This design comes from an exercise in tuning for small area, a short achievable clock period and few clock cycles on the open sky130 flow, not from production work. RTL that was checked went through simulation tests only; none was proved equivalent to the original.

==> inputs of v24 <==
Design segment_convex_polygon_hit, start of the top module:
module segment_convex_polygon_hit #(
	parameter int MAX_VERTICES = scph_pkg::MAX_VERTICES_DEF
) (
	input  logic                          clk,
	input  logic                          arst_n,
	input  logic                          req_valid,
	output logic                          req_stall,
	input  scph_pkg::req_t                req,
	output logic                          rsp_valid,
	input  logic                          rsp_stall,
	output scph_pkg::rsp_t                rsp,
	input  logic                          cfg_valid,
	output logic                          cfg_ready,
	input  logic [scph_pkg::CFG_BITS-1:0] cfg_data
);
	localparam int CB    = scph_pkg::COORD_BITS;
	localparam int WB    = CB + 1;           
	localparam int SB    = 2 * WB + 1;       
	localparam int UB    = CB + WB;          
	localparam int EB    = SB + 1;           
	localparam int DEPTH = 8;                
	function automatic logic [17:0] brow(input logic [16:0] x, input logic one, input logic two,
	                                     input logic neg);
		logic [17:0] m;
		case ({one, two})
			2'b10:   m = {x[16], x};
			2'b01:   m = {x, 1'b0};
			default: m = 18'd0;
		endcase
		if (neg) begin
			m = ~m;
		end
		brow = {~m[17], m[16:0]};
	endfunction
	function automatic logic [26:0] benc17(input logic [16:0] y);
		logic [18:0] w;
		w = {y[16], y, 1'b0};
		for (int k = 0; k < 9; k++) begin
			benc17[3*k]   = w[2*k+1] ^ w[2*k];
			benc17[3*k+1] = (w[2*k+2] & !w[2*k+1] & !w[2*k]) | (!w[2*k+2] & w[2*k+1] & w[2*k]);
			benc17[3*k+2] = w[2*k+2];
		end
	endfunction
	function automatic logic [23:0] benc16(input logic [15:0] y);
		logic [16:0] w;
		w = {y, 1'b0};
		for (int k = 0; k < 8; k++) begin
			benc16[3*k]   = w[2*k+1] ^ w[2*k];
			benc16[3*k+1] = (w[2*k+2] & !w[2*k+1] & !w[2*k]) | (!w[2*k+2] & w[2*k+1] & w[2*k]);
  ...
Settings: LEC_CHECK=0, CAP_MARGIN=20, CORE_MARGIN=2, CORE_UTILIZATION=40, SETUP_SLACK_MARGIN=3.7, SLEW_MARGIN=20; clock period 7.5 ns.
run.sh (not shown) runs the stock make flow with config.mk's settings and CLKGATE_MAP_FILE= SYNTH_SCRIPT=/design/flow/synth_recipe.tcl, a recipe that flattens the netlist after the stock synthesis.
==> v7: changes against v24 <==
--- a/flow/config.mk
+++ b/flow/config.mk
@@ -12 +12,2 @@
 export SLEW_MARGIN = 20
+export TNS_END_PERCENT = 5
==> run notes <==
Worst-Skew Late Latency=0.82 ns; Place WS=2.57 ns; # Post-CTS Setup Buffers=209; FF+latch area=32300 sq um; worst r2r src=m_y[9]; antenna violations before repair=3; critical-path maximum fanout=17; Final WS setup=3.24 ns; buffering overhead=5.72%; met1 GRT Util=28.9%; status=timing/DRC/antenna clean; crit-path cells=a22oi_1, nor2_1, xor2_1, fa_1, inv_1, fa_1, fa_1, fa_1, inv_1, fa_2
-- figures above: v24

==> run notes <==
status=timing/DRC/antenna clean; Final WS setup=3.32 ns; main combinational cell family by area after synthesis=adder cells; FF+latch area=32200 sq um; crit-path cells=inv_1, ha_4, clkbuf_4, buf_4, a22oi_2, nor2_1, xnor2_1, fa_1, inv_1, fa_1, inv_1, fa_1, fa_1, inv_1, fa_1; most common cell after layout, fill and taps aside=inv_1; Place WS=2.39 ns; # Post-CTS Setup Buffers=78; worst r2r src=mdyd[19]; Max Cap Violations=0; Worst-Skew Late Latency=0.79 ns; fmax=239 MHz; antenna violations before repair=4
-- figures above: v7

No functional check of the RTL was part of any run of this note.

========
==> 09-04: inputs <==
segment_convex_polygon_hit, a different RTL version from the one above (not shown whole).
Settings: LEC_CHECK=0, CAP_MARGIN=20, CORE_MARGIN=2, CORE_UTILIZATION=55, CTS_CLUSTER_DIAMETER=90, CTS_CLUSTER_SIZE=24, PLACE_DENSITY=0.65, SETUP_SLACK_MARGIN=4.2, SLEW_MARGIN=20, TNS_END_PERCENT=5; clock period 7.5 ns.
==> 04-09 (differences from 09-04) <==
--- a/flow/design.v
+++ b/flow/design.v
@@ -61,11 +61,11 @@
 	localparam int CB    = scph_pkg::COORD_BITS;
 	localparam int WB    = CB + 1;           
 	localparam int SB    = 2 * WB + 1;       
 	localparam int UB    = CB + WB;          
 	localparam int EB    = SB + 1;           
-	localparam int DEPTH = 9;                
+	localparam int DEPTH = 10;               
 	function automatic logic [17:0] brow(input logic [16:0] x, input logic one, input logic two,
 	                                     input logic neg);
 		logic [17:0] m;
 		case ({one, two})
 			2'b10:   m = {x[16], x};
@@ -417,97 +417,106 @@
 	assign m_uO2 = uOd_t_l3_2;
 	assign m_uO3 = uOd_t_l3_3;
 	assign m_uO4 = uOd_t_l2_6;
 	assign m_uO5 = uOd_t_l2_7;
 	logic                 p_q, p_first, p_av, p_awrap, p_bwrap, p_rv, p_rq, p_n3;
-	logic [34:0] p_sA0, p_sA1, p_sA2, p_sA3, p_sA4, p_sA5, c1_sAx, c1_sAc;
+	logic                 c1_q, c1_first, c1_av, c1_awrap, c1_bwrap, c1_rv, c1_rq, c1_n3;
+	logic [34:0] p_sA0, p_sA1, p_sA2, p_sA3, p_sA4, p_sA5, c1_sA0, c1_sA1, c1_sAx, c1_sAc;
 	logic signed [34:0] c1_sA;
-	always_ff @(posedge clk) begin
-		p_sA0 <= m_sA0;
-		p_sA1 <= m_sA1;
-		p_sA2 <= m_sA2;
-		p_sA3 <= m_sA3;
-		p_sA4 <= m_sA4;
-		p_sA5 <= m_sA5;
-	end
 	logic [34:0] p_sAt_l1_0, p_sAt_l1_1, p_sAt_l1_2, p_sAt_l1_3, p_sAt_l2_0, p_sAt_l2_1, p_sAt_l3_0, p_sAt_l3_1;
 	assign p_sAt_l1_0 = p_sA0 ^ p_sA1 ^ p_sA2;
 	assign p_sAt_l1_1 = ((p_sA0 & p_sA1) | (p_sA0 & p_sA2) | (p_sA1 & p_sA2)) << 1;
 	assign p_sAt_l1_2 = p_sA3 ^ p_sA4 ^ p_sA5;
 	assign p_sAt_l1_3 = ((p_sA3 & p_sA4) | (p_sA3 & p_sA5) | (p_sA4 & p_sA5)) << 1;
 	assign p_sAt_l2_0 = p_sAt_l1_0 ^ p_sAt_l1_1 ^ p_sAt_l1_2;
 	assign p_sAt_l2_1 = ((p_sAt_l1_0 & p_sAt_l1_1) | (p_sAt_l1_0 & p_sAt_l1_2) | (p_sAt_l1_1 & p_sAt_l1_2)) << 1;
 	assign p_sAt_l3_0 = p_sAt_l2_0 ^ p_sAt_l2_1 ^ p_sAt_l1_3;
 	assign p_sAt_l3_1 = ((p_sAt_l2_0 & p_sAt_l2_1) | (p_sAt_l2_0 & p_sAt_l1_3) | (p_sAt_l2_1 & p_sAt_l1_3)) << 1;
-	assign c1_sAx = p_sAt_l3_0;
-	assign c1_sAc = p_sAt_l3_1;
-	assign c1_sA = c1_sAx + c1_sAc;
-	logic [34:0] p_sB0, p_sB1, p_sB2, p_sB3, p_sB4, p_sB5, c1_sBx, c1_sBc;
-	logic signed [34:0] c1_sB;
 	always_ff @(posedge clk) begin
-		p_sB0 <= m_sB0;
-		p_sB1 <= m_sB1;
-		p_sB2 <= m_sB2;
-		p_sB3 <= m_sB3;
-		p_sB4 <= m_sB4;
-		p_sB5 <= m_sB5;
+		p_sA0 <= m_sA0;
+		p_sA1 <= m_sA1;
+		p_sA2 <= m_sA2;
+		p_sA3 <= m_sA3;
+		p_sA4 <= m_sA4;
+		p_sA5 <= m_sA5;
+		c1_sA0 <= p_sAt_l3_0;
+		c1_sA1 <= p_sAt_l3_1;
 	end
+	assign c1_sAx = c1_sA0;
+	assign c1_sAc = c1_sA1;
+	assign c1_sA = c1_sAx + c1_sAc;
+	logic [34:0] p_sB0, p_sB1, p_sB2, p_sB3, p_sB4, p_sB5, c1_sB0, c1_sB1, c1_sBx, c1_sBc;
+	logic signed [34:0] c1_sB;
 	logic [34:0] p_sBt_l1_0, p_sBt_l1_1, p_sBt_l1_2, p_sBt_l1_3, p_sBt_l2_0, p_sBt_l2_1, p_sBt_l3_0, p_sBt_l3_1;
 	assign p_sBt_l1_0 = p_sB0 ^ p_sB1 ^ p_sB2;
 	assign p_sBt_l1_1 = ((p_sB0 & p_sB1) | (p_sB0 & p_sB2) | (p_sB1 & p_sB2)) << 1;
 	assign p_sBt_l1_2 = p_sB3 ^ p_sB4 ^ p_sB5;
 	assign p_sBt_l1_3 = ((p_sB3 & p_sB4) | (p_sB3 & p_sB5) | (p_sB4 & p_sB5)) << 1;
 	assign p_sBt_l2_0 = p_sBt_l1_0 ^ p_sBt_l1_1 ^ p_sBt_l1_2;
 	assign p_sBt_l2_1 = ((p_sBt_l1_0 & p_sBt_l1_1) | (p_sBt_l1_0 & p_sBt_l1_2) | (p_sBt_l1_1 & p_sBt_l1_2)) << 1;
 	assign p_sBt_l3_0 = p_sBt_l2_0 ^ p_sBt_l2_1 ^ p_sBt_l1_3;
 	assign p_sBt_l3_1 = ((p_sBt_l2_0 & p_sBt_l2_1) | (p_sBt_l2_0 & p_sBt_l1_3) | (p_sBt_l2_1 & p_sBt_l1_3)) << 1;
-	assign c1_sBx = p_sBt_l3_0;
-	assign c1_sBc = p_sBt_l3_1;
-	assign c1_sB = c1_sBx + c1_sBc;
-	logic [32:0] p_uE0, p_uE1, p_uE2, p_uE3, p_uE4, p_uE5, c1_uEx, c1_uEc;
-	logic signed [32:0] c1_uE;
 	always_ff @(posedge clk) begin
-		p_uE0 <= m_uE0;
-		p_uE1 <= m_uE1;
-		p_uE2 <= m_uE2;
-		p_uE3 <= m_uE3;
-		p_uE4 <= m_uE4;
-		p_uE5 <= m_uE5;
+		p_sB0 <= m_sB0;
+		p_sB1 <= m_sB1;
+		p_sB2 <= m_sB2;
+		p_sB3 <= m_sB3;
+		p_sB4 <= m_sB4;
+		p_sB5 <= m_sB5;
+		c1_sB0 <= p_sBt_l3_0;
+		c1_sB1 <= p_sBt_l3_1;
 	end
+	assign c1_sBx = c1_sB0;
+	assign c1_sBc = c1_sB1;
+	assign c1_sB = c1_sBx + c1_sBc;
+	logic [32:0] p_uE0, p_uE1, p_uE2, p_uE3, p_uE4, p_uE5, c1_uE0, c1_uE1, c1_uEx, c1_uEc;
+	logic signed [32:0] c1_uE;
 	logic [32:0] p_uEt_l1_0, p_uEt_l1_1, p_uEt_l1_2, p_uEt_l1_3, p_uEt_l2_0, p_uEt_l2_1, p_uEt_l3_0, p_uEt_l3_1;
 	assign p_uEt_l1_0 = p_uE0 ^ p_uE1 ^ p_uE2;
 	assign p_uEt_l1_1 = ((p_uE0 & p_uE1) | (p_uE0 & p_uE2) | (p_uE1 & p_uE2)) << 1;
 	assign p_uEt_l1_2 = p_uE3 ^ p_uE4 ^ p_uE5;
 	assign p_uEt_l1_3 = ((p_uE3 & p_uE4) | (p_uE3 & p_uE5) | (p_uE4 & p_uE5)) << 1;
 	assign p_uEt_l2_0 = p_uEt_l1_0 ^ p_uEt_l1_1 ^ p_uEt_l1_2;
 	assign p_uEt_l2_1 = ((p_uEt_l1_0 & p_uEt_l1_1) | (p_uEt_l1_0 & p_uEt_l1_2) | (p_uEt_l1_1 & p_uEt_l1_2)) << 1;
 	assign p_uEt_l3_0 = p_uEt_l2_0 ^ p_uEt_l2_1 ^ p_uEt_l1_3;
 	assign p_uEt_l3_1 = ((p_uEt_l2_0 & p_uEt_l2_1) | (p_uEt_l2_0 & p_uEt_l1_3) | (p_uEt_l2_1 & p_uEt_l1_3)) << 1;
-	assign c1_uEx = p_uEt_l3_0;
-	assign c1_uEc = p_uEt_l3_1;
-	assign c1_uE = c1_uEx + c1_uEc;
-	logic [32:0] p_uO0, p_uO1, p_uO2, p_uO3, p_uO4, p_uO5, c1_uOx, c1_uOc;
-	logic signed [32:0] c1_uO;
 	always_ff @(posedge clk) begin
-		p_uO0 <= m_uO0;
-		p_uO1 <= m_uO1;
-		p_uO2 <= m_uO2;
-		p_uO3 <= m_uO3;
-		p_uO4 <= m_uO4;
-		p_uO5 <= m_uO5;
+		p_uE0 <= m_uE0;
+		p_uE1 <= m_uE1;
+		p_uE2 <= m_uE2;
+		p_uE3 <= m_uE3;
+		p_uE4 <= m_uE4;
+		p_uE5 <= m_uE5;
+		c1_uE0 <= p_uEt_l3_0;
+		c1_uE1 <= p_uEt_l3_1;
 	end
+	assign c1_uEx = c1_uE0;
+	assign c1_uEc = c1_uE1;
+	assign c1_uE = c1_uEx + c1_uEc;
+	logic [32:0] p_uO0, p_uO1, p_uO2, p_uO3, p_uO4, p_uO5, c1_uO0, c1_uO1, c1_uOx, c1_uOc;
+	logic signed [32:0] c1_uO;
 	logic [32:0] p_uOt_l1_0, p_uOt_l1_1, p_uOt_l1_2, p_uOt_l1_3, p_uOt_l2_0, p_uOt_l2_1, p_uOt_l3_0, p_uOt_l3_1;
 	assign p_uOt_l1_0 = p_uO0 ^ p_uO1 ^ p_uO2;
 	assign p_uOt_l1_1 = ((p_uO0 & p_uO1) | (p_uO0 & p_uO2) | (p_uO1 & p_uO2)) << 1;
 	assign p_uOt_l1_2 = p_uO3 ^ p_uO4 ^ p_uO5;
 	assign p_uOt_l1_3 = ((p_uO3 & p_uO4) | (p_uO3 & p_uO5) | (p_uO4 & p_uO5)) << 1;
 	assign p_uOt_l2_0 = p_uOt_l1_0 ^ p_uOt_l1_1 ^ p_uOt_l1_2;
 	assign p_uOt_l2_1 = ((p_uOt_l1_0 & p_uOt_l1_1) | (p_uOt_l1_0 & p_uOt_l1_2) | (p_uOt_l1_1 & p_uOt_l1_2)) << 1;
 	assign p_uOt_l3_0 = p_uOt_l2_0 ^ p_uOt_l2_1 ^ p_uOt_l1_3;
 	assign p_uOt_l3_1 = ((p_uOt_l2_0 & p_uOt_l2_1) | (p_uOt_l2_0 & p_uOt_l1_3) | (p_uOt_l2_1 & p_uOt_l1_3)) << 1;
-	assign c1_uOx = p_uOt_l3_0;
-	assign c1_uOc = p_uOt_l3_1;
+	always_ff @(posedge clk) begin
+		p_uO0 <= m_uO0;
+		p_uO1 <= m_uO1;
+		p_uO2 <= m_uO2;
+		p_uO3 <= m_uO3;
+		p_uO4 <= m_uO4;
+		p_uO5 <= m_uO5;
+		c1_uO0 <= p_uOt_l3_0;
+		c1_uO1 <= p_uOt_l3_1;
+	end
+	assign c1_uOx = c1_uO0;
+	assign c1_uOc = c1_uO1;
 	assign c1_uO = c1_uOx + c1_uOc;
 	logic                 c2_q, c2_first, c2_av, c2_awrap, c2_bwrap, c2_rv, c2_rq, c2_n3;
 	logic signed [SB-2:0] c2_sA, c2_sB;
 	logic signed [UB-1:0] c2_uE, c2_uO, c2_uOp, c2_uH;
 	logic                 c2_sAneg, c2_sAzero, c2_sBneg, c2_sBzero;
@@ -662,10 +671,18 @@
 			m_n3       <= 1'b0;
 			m_wrapa    <= 1'b0;
 			r_v        <= 1'b0;
 			r_q        <= 1'b0;
 			r_n3       <= 1'b0;
+			c1_q       <= 1'b0;
+			c1_first   <= 1'b0;
+			c1_av      <= 1'b0;
+			c1_awrap   <= 1'b0;
+			c1_bwrap   <= 1'b0;
+			c1_rv      <= 1'b0;
+			c1_rq      <= 1'b0;
+			c1_n3      <= 1'b0;
 			c2_q       <= 1'b0;
 			c2_first   <= 1'b0;
 			c2_av      <= 1'b0;
 			c2_awrap   <= 1'b0;
 			c2_bwrap   <= 1'b0;
@@ -725,18 +742,26 @@
 			p_awrap  <= m_wrapa;
 			p_bwrap  <= m_q && m_last && m_odd;
 			p_rv     <= r_v;
 			p_rq     <= r_q;
 			p_n3     <= r_n3;
-			c2_q     <= p_q;
-			c2_first <= p_first;
-			c2_av    <= p_av;
-			c2_awrap <= p_awrap;
-			c2_bwrap <= p_bwrap;
-			c2_rv    <= p_rv;
-			c2_rq    <= p_rq;
-			c2_n3    <= p_n3;
+			c1_q     <= p_q;
+			c1_first <= p_first;
+			c1_av    <= p_av;
+			c1_awrap <= p_awrap;
+			c1_bwrap <= p_bwrap;
+			c1_rv    <= p_rv;
+			c1_rq    <= p_rq;
+			c1_n3    <= p_n3;
+			c2_q     <= c1_q;
+			c2_first <= c1_first;
+			c2_av    <= c1_av;
+			c2_awrap <= c1_awrap;
+			c2_bwrap <= c1_bwrap;
+			c2_rv    <= c1_rv;
+			c2_rq    <= c1_rq;
+			c2_n3    <= c1_n3;
 			c3_q     <= c2_q;
 			c3_first <= c2_first;
 			c3_av    <= c2_av;
 			c3_awrap <= c2_awrap;
 			c3_rv    <= c2_rv;
TNS_END_PERCENT = 0   (was 5)
==> run notes <==
End of the worst register-to-register path: 09-04 c2_uE[30]; 04-09 p_uE2[13]
Inverters: 09-04 1,632; 04-09 1,569
Sequential cell area: 09-04 0.0476 mm²; 04-09 0.0530 mm²
Met1 wire length: 09-04 164,000 µm; 04-09 173,000 µm
Synth Area in Adders: 09-04 0.274; 04-09 0.263
Smallest setup slack after layout: 09-04 3.14 ns; 04-09 4.08 ns
Placeable Area: 09-04 0.232 mm²; 04-09 0.243 mm²
Maximum net fanout on the critical path: 09-04 3; 04-09 19
Multi-input gates: 09-04 7,472; 04-09 7,516
Die Y-Extent: 09-04 487 µm; 04-09 497 µm
Met3 Use GR: 09-04 0.0800; 04-09 0.109
Result of the run: 09-04 timing/DRC/antenna clean; 04-09 timing/DRC/antenna clean
Testbench counts of 04-09, summed over its fixed seeds: cycles 21,114.
The RTL of 09-04 was laid out without a check of its function.

separate check: timing with driven ports:
The results above use ideal ports. As a check the final layouts listed here were re-extracted and re-timed, cells and wires unchanged. Step 1 (the two cells are an assumption about what drives the block):
set clk [get_ports {clk}]
set_driving_cell -lib_cell sky130_fd_sc_hd__clkbuf_16 $clk
set_driving_cell -lib_cell sky130_fd_sc_hd__buf_2 [delete_from_list [all_inputs] $clk]
Step 2 times the ports against the registers' clock, not the clock port: input delays grow and output delays shrink by t, the midpoint of the rising clock arrivals with the driver on. Three values: ideal, step 1, step 2; two values: the first two.
run | t, ns | setup slack, ns | slew at the worst register clock pin (ns) | worst slew at a driven data input, ns
v24 | 0.875 | 3.237 / 3.237 / 3.237 | 0.08 / 0.08 | 0.09
v7 | 0.864 | 3.319 / 3.319 / 3.319 | 0.07 / 0.07 | 0.06
09-04 | 0.903 | 3.141 / 3.141 / 3.141 | 0.11 / 0.11 | 0.12
04-09 | 0.953 | 4.077 / 4.077 / 3.757 | 0.11 / 0.11 | 0.11
After both steps setup and hold are still met in every run listed. For 04-09, which loses most, drivers alone change the setup slack by 0.000 ns; drivers and shift together by -0.320 ns.
